Background: an optimization exercise with open tools, aiming at small area and a short achievable clock period. Do not read the settings as production practice.
In this exercise RTL edits were held to simulation tests only and were not proved equivalent to the original.
The clock port is modelled as an ideal driver; clocking choices that lean on that would not hold on a real chip.

==> cedar <==
Design memAccessTop, start of the top module:
module memAccessTop #(
  parameter int memDepth = memPkg::DEFAULT_DEPTH
) (
  input  logic           clk,
  input  logic           rstN,
  input  memPkg::memOpT  op,
  input  memPkg::dataT   addr,
  input  memPkg::dataT   storeData,
  input  memPkg::regIdxT regIdx,
  output logic           loadValid,
  output memPkg::dataT   loadData,
  output memPkg::regIdxT loadReg
);
clock: 5.5 ns
lec_check: 0
cap_margin: 20
core_margin: 2
core_utilization: 80
cts_cluster_diameter: 100
cts_cluster_size: 30
place_density: 0.86
setup_slack_margin: 3.2
slew_margin: 20
synth_hierarchical: 1
synth_memory_max_bits: 16384
synth_minimum_keep_size: 0
standard.sh (not shown) runs the stock make flow with config.mk's settings and CLKGATE_MAP_FILE= SYNTH_SCRIPT=/design/flow/synth_recipe.tcl, a recipe that flattens the netlist after the stock synthesis.
==> flow/flow/run.sh <==
#!/bin/bash
# The standard flow with two changes after synthesis, which is the
# standard one and runs on its own first:
# - port buffers are plain buffers (buf_4) instead of the delay cells
#   buffer_ports picks by default;
# - clock tree synthesis inserts no dummy loads.
set -euo pipefail
bash standard.sh synth > synth.log 2>&1
bash standard.sh \
  "BUFFER_PORTS_ARGS=-buffer_cell sky130_fd_sc_hd__buf_4" \
  "CTS_ARGS=-sink_clustering_enable -repair_clock_nets -sink_clustering_size 30 -sink_clustering_max_diameter 100 -dont_use_dummy_load" \
  finish > layout.log 2>&1
==> inputs of onyx, as changes to cedar <==
--- a/flow/design.v
+++ b/flow/design.v
@@ -196,41 +196,44 @@
 module gNor #(
   parameter int n = 2
 ) (
   input  logic [n-1:0] a,
   output logic         y
 );
   assign y = !(|a);
 endmodule
-module rdRuns #(
-  parameter int n = 32
+module rdBlock #(
+  parameter int n = 16
 ) (
-  input  logic [n-1:0]   selN,
-  input  logic [n-1:0]   bits,
-  output logic [n/8-1:0] y
+  input  logic [n-1:0] loN,
+  input  logic [n-1:0] bits,
+  output logic         x
 );
-  for (genvar i = 0; i < n / 8; i++) begin : gOut
-    assign y[i] = &(selN[8*i +: 8] | bits[8*i +: 8]);
-  end
+  assign x = !(&(loN | bits));
+endmodule
+module gAo22 (
+  input  logic [1:0] a,
+  input  logic [1:0] b,
+  output logic       y
+);
+  assign y = (a[0] && b[0]) || (a[1] && b[1]);
 endmodule
-module rdDecode #(
+module rdSelect #(
   parameter int depth = memPkg::DEFAULT_DEPTH,
   localparam int idxW = (depth > 1) ? $clog2(depth) : 1,
   localparam int loW  = (idxW + 1) / 2,
   localparam int hiW  = (idxW > loW) ? idxW - loW : 1
 ) (
-  input  logic [idxW-1:0]  idx,
-  output logic [depth-1:0] selN
+  input  logic [idxW-1:0]    idx,
+  output logic [2**loW-1:0]  loN,
+  output logic [2**hiW-1:0]  hi
 );
   logic [idxW-1:0]   idxN;
   logic [2**hiW-1:0] hiN;
-  logic [2**loW-1:0] loN;
-  logic [2**hiW-1:0] hi;
-  logic [2**loW-1:0] lo;
   for (genvar i = 0; i < idxW; i++) begin : gIdx
     gInv uInv (
       .a (idx[i]),
       .y (idxN[i])
     );
   end
   for (genvar l = 0; l < 2**loW; l++) begin : gLo
     logic [loW-1:0] lit;
@@ -261,54 +264,42 @@
     assign hiN = '0;   
   end
   for (genvar h = 0; h < 2**hiW; h++) begin : gHiInv
     gInv uInv (
       .a (hiN[h]),
       .y (hi[h])
     );
   end
-  for (genvar l = 0; l < 2**loW; l++) begin : gLoInv
-    gInv uInv (
-      .a (loN[l]),
-      .y (lo[l])
-    );
-  end
-  for (genvar w = 0; w < depth; w++) begin : gWord
-    gNand #(
-      .n (2)
-    ) uNand (
-      .a ({hi[w >> loW], lo[w % (2**loW)]}),
-      .y (selN[w])
-    );
-  end
 endmodule
 module dataMemory #(
   parameter int depth = memPkg::DEFAULT_DEPTH,
-  localparam int parts = (depth + 31) / 32,
   localparam int idxW = (depth > 1) ? $clog2(depth) : 1,
   localparam int loW  = (idxW + 1) / 2,
-  localparam int hiW  = (idxW > loW) ? idxW - loW : 1
+  localparam int hiW  = (idxW > loW) ? idxW - loW : 1,
+  localparam int blockW  = 2**loW,
+  localparam int nBlocks = (depth + blockW - 1) / blockW,
+  localparam int parts   = (nBlocks + 1) / 2
 ) (
   input  logic                   clk,
   input  logic [2**hiW-1:0][3:0] wrHiN,
   input  logic [2**loW-1:0]      wrLoN,
   input  memPkg::dataT           wrData,
   input  logic [idxW-1:0]        wrIdx,
   input  memPkg::byteEnT         wrByte,
   input  logic [idxW-1:0]        rdIdx,
   output logic [parts-1:0][memPkg::DATA_W-1:0] zeroQ,
   output memPkg::byteEnT         hitQ,
   output memPkg::dataT           bypassQ
 );
   localparam int dataW  = memPkg::DATA_W;
-  localparam int groupW = 32;
   memPkg::dataT mem [depth];
   logic [depth-1:0][3:0]       wrEn;
-  logic [parts*groupW-1:0]     rdSelN;
+  logic [2**loW-1:0]           rdLoN;
+  logic [2**hiW-1:0]           rdHi;
   memPkg::byteEnT              hitNext;
   logic [parts-1:0][dataW-1:0] zero;
   for (genvar w = 0; w < depth; w++) begin : gWrWord
     for (genvar b = 0; b < memPkg::BYTES_PER_WORD; b++) begin : gWrByte
       gNor #(
         .n (2)
       ) uEn (
         .a ({wrHiN[w >> loW][b], wrLoN[w % (2**loW)]}),
@@ -320,43 +311,50 @@
     for (int w = 0; w < depth; w++) begin
       for (int b = 0; b < memPkg::BYTES_PER_WORD; b++) begin
         if (wrEn[w][b]) begin
           mem[w][b*8 +: 8] <= wrData[b*8 +: 8];
         end
       end
     end
   end
-  rdDecode #(
+  rdSelect #(
     .depth (depth)
-  ) uRdDecode (
+  ) uRdSelect (
     .idx (rdIdx),
-    .selN (rdSelN[depth-1:0])
+    .loN (rdLoN),
+    .hi  (rdHi)
   );
-  if (parts * groupW > depth) begin : gSelPad
-    assign rdSelN[parts*groupW-1:depth] = '1;
-  end
   for (genvar j = 0; j < dataW; j++) begin : gBit
     for (genvar p = 0; p < parts; p++) begin : gPart
-      logic [groupW-1:0]   bits;
-      logic [groupW/8-1:0] runs;
-      for (genvar w = 0; w < groupW; w++) begin : gWord
-        assign bits[w] = (p*groupW+w < depth) ? mem[p*groupW+w][j] : 1'b1;
+      logic [1:0] x;
+      logic [1:0] h;
+      for (genvar k = 0; k < 2; k++) begin : gBlock
+        localparam int blk = 2 * p + k;
+        if (blk < nBlocks) begin : gRead
+          logic [blockW-1:0] bits;
+          for (genvar w = 0; w < blockW; w++) begin : gWord
+            assign bits[w] = (blk*blockW+w < depth) ? mem[blk*blockW+w][j] : 1'b1;
+          end
+          rdBlock #(
+            .n (blockW)
+          ) uBlock (
+            .loN  (rdLoN),
+            .bits (bits),
+            .x    (x[k])
+          );
+          assign h[k] = rdHi[blk];
+        end else begin : gNone
+          assign x[k] = 1'b0;
+          assign h[k] = 1'b0;
+        end
       end
-      rdRuns #(
-        .n (groupW)
-      ) uRuns (
-        .selN (rdSelN[p*groupW +: groupW]),
-        .bits (bits),
-        .y    (runs)
-      );
-      gNand #(
-        .n (groupW / 8)
-      ) uPart (
-        .a (runs),
+      gAo22 uPart (
+        .a (h),
+        .b (x),
         .y (zero[p][j])
       );
     end
   end
   assign hitNext = (rdIdx == wrIdx) ? wrByte : '0;
   always_ff @(posedge clk) begin
     zeroQ   <= zero;
     hitQ    <= hitNext;
@@ -429,19 +427,19 @@
   input  memPkg::dataT   addr,
   input  memPkg::dataT   storeData,
   input  memPkg::regIdxT regIdx,
   output logic           loadValid,
   output memPkg::dataT   loadData,
   output memPkg::regIdxT loadReg
 );
   localparam int idxW = (memDepth > 1) ? $clog2(memDepth) : 1;
-  localparam int readParts = (memDepth + 31) / 32;
   localparam int loW  = (idxW + 1) / 2;
   localparam int hiW  = (idxW > loW) ? idxW - loW : 1;
+  localparam int readParts = ((memDepth + 2**loW - 1) / 2**loW + 1) / 2;
   logic [idxW-1:0]     exWordIdx;
   logic                reqMemRead;
   logic [2**hiW-1:0][3:0] reqWrHiN;
   logic [2**loW-1:0]   reqWrLoN;
   memPkg::dataT        reqWrData;
   logic [idxW-1:0]     reqWrIdx;
   memPkg::byteEnT      reqWrByte;
   memPkg::extCtlT      reqExt;
==> flow/flow/run.sh (replaced) <==
#!/bin/bash
# The standard flow with three changes after synthesis, which is the
# standard one and runs on its own first:
# - port buffers are plain buffers (buf_4) instead of the delay cells
#   buffer_ports picks by default;
# - before clock tree synthesis, each output port's buffer is moved next
#   to the flip-flop that drives it (flow/outbuf.tcl), so the buffer drives
#   the wire to the pin;
# - clock tree synthesis inserts no dummy loads.
set -euo pipefail
bash standard.sh synth > synth.log 2>&1
bash standard.sh \
  "BUFFER_PORTS_ARGS=-buffer_cell sky130_fd_sc_hd__buf_4" \
  "PRE_CTS_TCL=$PWD/flow/outbuf.tcl" \
  "CTS_ARGS=-sink_clustering_enable -repair_clock_nets -sink_clustering_size 30 -sink_clustering_max_diameter 100 -dont_use_dummy_load" \
  finish > layout.log 2>&1
==> flow/flow/outbuf.tcl (new file) <==
# Move each output port's buffer next to the flip-flop that drives it, so
# the buffer, not the flip-flop, drives the wire to the pin.
set block [ord::get_db_block]
set moved 0
foreach bt [$block getBTerms] {
  if {[$bt getIoType] ne "OUTPUT"} { continue }
  set net [$bt getNet]
  set buf ""
  foreach it [$net getITerms] { if {[$it isOutputSignal]} { set buf [$it getInst] } }
  if {$buf eq ""} { continue }
  set src ""
  foreach it [$buf getITerms] {
    if {[$it isInputSignal]} {
      foreach it2 [[$it getNet] getITerms] { if {[$it2 isOutputSignal]} { set src [$it2 getInst] } }
    }
  }
  if {$src eq ""} { continue }
  set loc [$src getLocation]
  set w [[$src getMaster] getWidth]
  $buf setLocation [expr {[lindex $loc 0] + $w}] [lindex $loc 1]
  $buf setPlacementStatus PLACED
  incr moved
}
puts "outbuf: moved $moved output buffers next to their drivers"
detailed_placement
CORE_UTILIZATION = 72   (was 80)
PLACE_DENSITY = 0.78   (was 0.86)
==> comparison <==
- onyx ran to the end with no violations. cedar aborted during global routing (5_1_grt).
- In onyx the synthesized area is lower than in cedar, by about 0.8%.
- Between cedar and onyx, the lower synthesized cell count is in cedar (gap about 7%, measured against onyx).

[re-timing with driven ports]
Ports are ideal in the flow. The routed layout listed here was re-timed in OpenROAD.
Step 1 sets driving cells, clkbuf_16 on the clock port and buf_2 on the other inputs (assumed; they add their load-dependent delay and slew).
Step 2 adds t to the input delays and takes it off the output delays; t is the mean of the earliest and latest rising clock arrival at the registers after step 1. Input paths then give back, and output paths get back, about the clock's delay inside the block.
Three values: ideal, step 1, step 2; two values: the first two.
run: onyx
shift t [ns]: 0.923
slack for setup (ns): 3.024 / 2.937 / 2.074
worst setup path after step 2: input to register
slew at the worst register clock pin (ns): 0.12 / 0.12
pins driven straight from the clock port: 1
After both steps onyx still meets setup and hold. For onyx, drivers alone change the setup slack by -0.087 ns; drivers and shift together by -0.950 ns.
